This design comes from an exercise in tuning for small area on the open sky130 flow, not from production work.
The RTL was checked by simulation tests, not by an equivalence proof against the original design.
Power is estimated from default activity; no workload was simulated.

==> flow/design.v <==
module decode_stage_hz #(
  parameter int unsigned XLEN  = 32,
  parameter int unsigned NREGS = 32
) (
  input  logic            clk,
  input  logic            rst_n,
  input  logic            ifidValid,
  input  logic [31:0]     ifidInst,
  input  logic [31:0]     ifidPc,
  input  logic            flush,
  input  logic            regWriteEnable,
  input  logic [4:0]      writeReg,
  input  logic [XLEN-1:0] writeData,
  output logic            stall,
  output logic            idexValid,
  output logic [31:0]     idexPc,
  output logic [XLEN-1:0] idexData1,
  output logic [XLEN-1:0] idexData2,
  output logic [4:0]      idexRs1,
  output logic [4:0]      idexRs2,
  output logic [4:0]      idexRd,
  output logic [6:0]      idexFunc7,
  output logic [2:0]      idexFunc3,
  output logic [XLEN-1:0] idexImm,
  output logic [2:0]      idexExCtrl,
  output logic [2:0]      idexMemCtrl,
  output logic [1:0]      idexWbCtrl
);
  localparam logic [6:0] OpR     = 7'b0110011;
  localparam logic [6:0] OpIAlu  = 7'b0010011;
  localparam logic [6:0] OpLoad  = 7'b0000011;
  localparam logic [6:0] OpStore = 7'b0100011;
  localparam logic [6:0] OpBr    = 7'b1100011;
  localparam logic [6:0] OpJal   = 7'b1101111;
  localparam logic [6:0] OpJalr  = 7'b1100111;
  localparam logic [6:0] OpLui   = 7'b0110111;
  localparam logic [6:0] OpAuipc = 7'b0010111;
  localparam logic [3:0] ClNone  = 4'd0;
  localparam logic [3:0] ClR     = 4'd1;
  localparam logic [3:0] ClIAlu  = 4'd2;
  localparam logic [3:0] ClLoad  = 4'd3;
  localparam logic [3:0] ClStore = 4'd4;
  localparam logic [3:0] ClBr    = 4'd5;
  localparam logic [3:0] ClJal   = 4'd6;
  localparam logic [3:0] ClJalr  = 4'd7;
  localparam logic [3:0] ClU     = 4'd8;
  logic [6:0] opcode;
  logic [4:0] rs1, rs2;
  assign opcode = ifidInst[6:0];
  assign rs1    = ifidInst[19:15];
  assign rs2    = ifidInst[24:20];
  logic        v_q, keep_q;
  logic [31:0] pc_r;
  logic [24:0] ins_r;    
  logic [3:0]  cl_r;
  logic [31:0] pc_q;
  logic [24:0] ins_q;
  logic [3:0]  cl_q;
  assign pc_q  = pc_r & {32{keep_q}};
  assign ins_q = ins_r & {25{keep_q}};
  assign cl_q  = cl_r;
  logic [31:1][XLEN-1:0] rf_q;
  logic [31:1]           wr_q;
  logic [31:1]           we;
  for (genvar g = 1; g < 32; g++) begin : g_rf
    assign we[g] = regWriteEnable && (writeReg == g);
    always_ff @(posedge clk) begin
      if (we[g]) rf_q[g] <= writeData;
    end
    always_ff @(posedge clk or negedge rst_n) begin
      if (!rst_n)     wr_q[g] <= 1'b0;
      else if (we[g]) wr_q[g] <= 1'b1;
    end
  end
  logic [3:0] lo1, lo2;
  logic [7:0] hi1, hi2;
  always_comb begin
    for (int j = 0; j < 4; j++) begin
      lo1[j] = (ins_r[9:8] == j);
      lo2[j] = (ins_r[14:13] == j);
    end
    for (int j = 0; j < 8; j++) begin
      hi1[j] = (ins_r[12:10] == j) & keep_q;
      hi2[j] = (ins_r[17:15] == j) & keep_q;
    end
  end
  logic [31:1] en1, en2;
  always_comb begin
    for (int i = 1; i < 32; i++) begin
      en1[i] = lo1[i % 4] & hi1[i / 4] & wr_q[i];
      en2[i] = lo2[i % 4] & hi2[i / 4] & wr_q[i];
    end
  end
  logic [10:0][XLEN-1:0] g1, g2;
  always_comb begin
    for (int k = 0; k < 10; k++) begin
      g1[k] = ~(({XLEN{en1[3*k+1]}} & rf_q[3*k+1]) |
                ({XLEN{en1[3*k+2]}} & rf_q[3*k+2]) |
                ({XLEN{en1[3*k+3]}} & rf_q[3*k+3]));
      g2[k] = ~(({XLEN{en2[3*k+1]}} & rf_q[3*k+1]) |
                ({XLEN{en2[3*k+2]}} & rf_q[3*k+2]) |
                ({XLEN{en2[3*k+3]}} & rf_q[3*k+3]));
    end
    g1[10] = ~({XLEN{en1[31]}} & rf_q[31]);
    g2[10] = ~({XLEN{en2[31]}} & rf_q[31]);
  end
  assign idexData1 = ~(g1[0] & g1[1] & g1[2] & g1[3]) | ~(g1[4] & g1[5] & g1[6] & g1[7]) |
                     ~(g1[8] & g1[9] & g1[10]);
  assign idexData2 = ~(g2[0] & g2[1] & g2[2] & g2[3]) | ~(g2[4] & g2[5] & g2[6] & g2[7]) |
                     ~(g2[8] & g2[9] & g2[10]);
  logic [3:0] cl_d;
  always_comb begin
    case (opcode)
      OpR:            cl_d = ClR;
      OpIAlu:         cl_d = ClIAlu;
      OpLoad:         cl_d = ClLoad;
      OpStore:        cl_d = ClStore;
      OpBr:           cl_d = ClBr;
      OpJal:          cl_d = ClJal;
      OpJalr:         cl_d = ClJalr;
      OpLui, OpAuipc: cl_d = ClU;
      default:        cl_d = ClNone;
    endcase
  end
  logic uses_rs2, load_use;
  assign uses_rs2 = (opcode == OpR) || (opcode == OpStore) || (opcode == OpBr);
  assign load_use = ifidValid && v_q && (cl_q == ClLoad) &&
                    (ins_q[4:0] != 5'd0) &&
                    ((ins_q[4:0] == rs1) || ((ins_q[4:0] == rs2) && uses_rs2));
  assign stall = load_use && !flush;
  logic take;
  assign take = !flush && !load_use;
  always_ff @(posedge clk or negedge rst_n) begin
    if (!rst_n) begin
      v_q    <= 1'b0;
      keep_q <= 1'b0;
    end else begin
      v_q    <= take && ifidValid;
      keep_q <= take;
    end
  end
  always_ff @(posedge clk) begin
    pc_r  <= ifidPc;
    ins_r <= ifidInst[31:7];
    cl_r  <= cl_d;
  end
  logic [31:0] inst;
  assign inst = {ins_q, 7'd0};
  logic s;
  assign s = inst[31];
  always_comb begin
    idexExCtrl  = 3'b000;
    idexMemCtrl = 3'b000;
    idexWbCtrl  = 2'b00;
    idexImm     = '0;
    case (cl_q)
      ClR: begin
        idexExCtrl = 3'b010; idexWbCtrl = 2'b10;
      end
      ClIAlu: begin
        idexExCtrl = 3'b110; idexWbCtrl = 2'b10;
        idexImm = {{20{s}}, inst[31:20]};
      end
      ClLoad: begin
        idexExCtrl = 3'b100; idexMemCtrl = 3'b010; idexWbCtrl = 2'b11;
        idexImm = {{20{s}}, inst[31:20]};
      end
      ClStore: begin
        idexExCtrl = 3'b100; idexMemCtrl = 3'b001;
        idexImm = {{20{s}}, inst[31:25], inst[11:7]};
      end
      ClBr: begin
        idexExCtrl = 3'b001; idexMemCtrl = 3'b100;
        idexImm = {{19{s}}, s, inst[7], inst[30:25], inst[11:8], 1'b0};
      end
      ClJal: begin
        idexExCtrl = 3'b111; idexMemCtrl = 3'b100; idexWbCtrl = 2'b10;
        idexImm = {{11{s}}, s, inst[19:12], inst[20], inst[30:21], 1'b0};
      end
      ClJalr: begin
        idexExCtrl = 3'b111; idexMemCtrl = 3'b100; idexWbCtrl = 2'b10;
        idexImm = {{20{s}}, inst[31:20]};
      end
      ClU: begin
        idexExCtrl = 3'b111; idexWbCtrl = 2'b10;
        idexImm = {inst[31:12], 12'b0};
      end
      default: ;
    endcase
    if (!v_q) begin
      idexExCtrl  = 3'b000;
      idexMemCtrl = 3'b000;
      idexWbCtrl  = 2'b00;
    end
  end
  assign idexValid = v_q;
  assign idexPc    = pc_q;
  assign idexFunc7 = ins_q[24:18];
  assign idexRs2   = ins_q[17:13];
  assign idexRs1   = ins_q[12:8];
  assign idexFunc3 = ins_q[7:5];
  assign idexRd    = ins_q[4:0];
endmodule
export LEC_CHECK = 0
export CAP_MARGIN = 10
export CORE_MARGIN = 2
export CORE_UTILIZATION = 60
export SETUP_SLACK_MARGIN = 0.05
export SLEW_MARGIN = 10
create_clock -name core_clock -period 5.0 [get_ports {clk}]
standard.sh (not shown) runs the stock make flow with config.mk's settings and CLKGATE_MAP_FILE= SYNTH_SCRIPT=/design/flow/synth_recipe.tcl, a recipe that flattens the netlist after the stock synthesis.
==> flow/flow/run.sh <==
#!/bin/bash
# Own flow: the standard layout (standard.sh), except that synthesis maps
# the logic with an area-oriented ABC script, port buffers use the smallest
# buffer, the clock tree uses small buffers without dummy loads.
set -euo pipefail
W=$(pwd)
export MY_WORK=$W
export MY_ABC_SCRIPT=$W/flow/area.abc
sed "s#SYNTH_SCRIPT=[^ ]*#SYNTH_SCRIPT=$W/flow/my_synth.tcl#" standard.sh > my_standard.sh
grep -q "SYNTH_SCRIPT=$W/flow/my_synth.tcl" my_standard.sh
export BUFFER_PORTS_ARGS="-buffer_cell sky130_fd_sc_hd__buf_1"
export CTS_ARGS="-sink_clustering_enable -repair_clock_nets -dont_use_dummy_load -buf_list {sky130_fd_sc_hd__clkbuf_8} -sink_clustering_size 18 -sink_clustering_max_diameter 80"
bash my_standard.sh synth > synth.log 2>&1
bash my_standard.sh finish > layout.log 2>&1
==> flow/flow/area.abc <==
&get -n
&st
&nf -a -R 1000
&put
==> flow/flow/my_synth.tcl <==
# The standard synthesis (synth_recipe.tcl), with ABC's cell mapping run
# with an area-oriented script instead of ORFS's delay-oriented one.
proc abc {args} {
  set i [lsearch -exact $args -script]
  if { $i >= 0 } { lset args [expr {$i + 1}] $::env(MY_ABC_SCRIPT) }
  set i [lsearch -exact $args -D]
  if { $i >= 0 } { set args [lreplace $args $i [expr {$i + 1}]] }
  yosys abc {*}$args
}
source $::env(MY_WORK)/synth_recipe.tcl
The baseline completed without violations.
==> next run, changes <==
--- a/flow/flow/run.sh
+++ b/flow/flow/run.sh
@@ -11,3 +11,3 @@
 export BUFFER_PORTS_ARGS="-buffer_cell sky130_fd_sc_hd__buf_1"
-export CTS_ARGS="-sink_clustering_enable -repair_clock_nets -dont_use_dummy_load -buf_list {sky130_fd_sc_hd__clkbuf_8} -sink_clustering_size 18 -sink_clustering_max_diameter 80"
+export CTS_ARGS="-sink_clustering_enable -repair_clock_nets -dont_use_dummy_load -buf_list {sky130_fd_sc_hd__clkbuf_8} -sink_clustering_size 18 -sink_clustering_max_diameter 60"
 bash my_standard.sh synth > synth.log 2>&1
The new run produced a clean layout. Register-to-register slack is worse by 30 ps. Cell area is about the same. Total power is higher slightly. Cell count is about the same. Worst hold slack gains 4.8 ps. Clock-buffer cell count rose by 4. Global-route usage hardly moves. Wire length stays flat.

-- re-timing with driven ports --
Ports are ideal in the flow. The routed layouts listed here were re-timed in OpenROAD. Step 1: set_driving_cell puts a clkbuf_16 on clk and a buf_2 on each other input, an assumption about the parent block. Step 2, shift: input delay + t, output delay - t, t = (earliest + latest rising clock arrival at the registers) / 2. This alone moves slack from input paths to output paths. a / b / c = no drivers / after step 1 / after step 2; a / b = the first two.
| run | shift t [ns] | setup WS [ns] | pins driven straight from the clock port |
|---|---|---|---|
| the first run | 0.766 | 0.083 / 0.021 / 0.787 | 1 |
| the second run | 0.760 | 0.087 / 0.025 / 0.785 | 1 |
After both steps setup and hold are still met in every run listed.
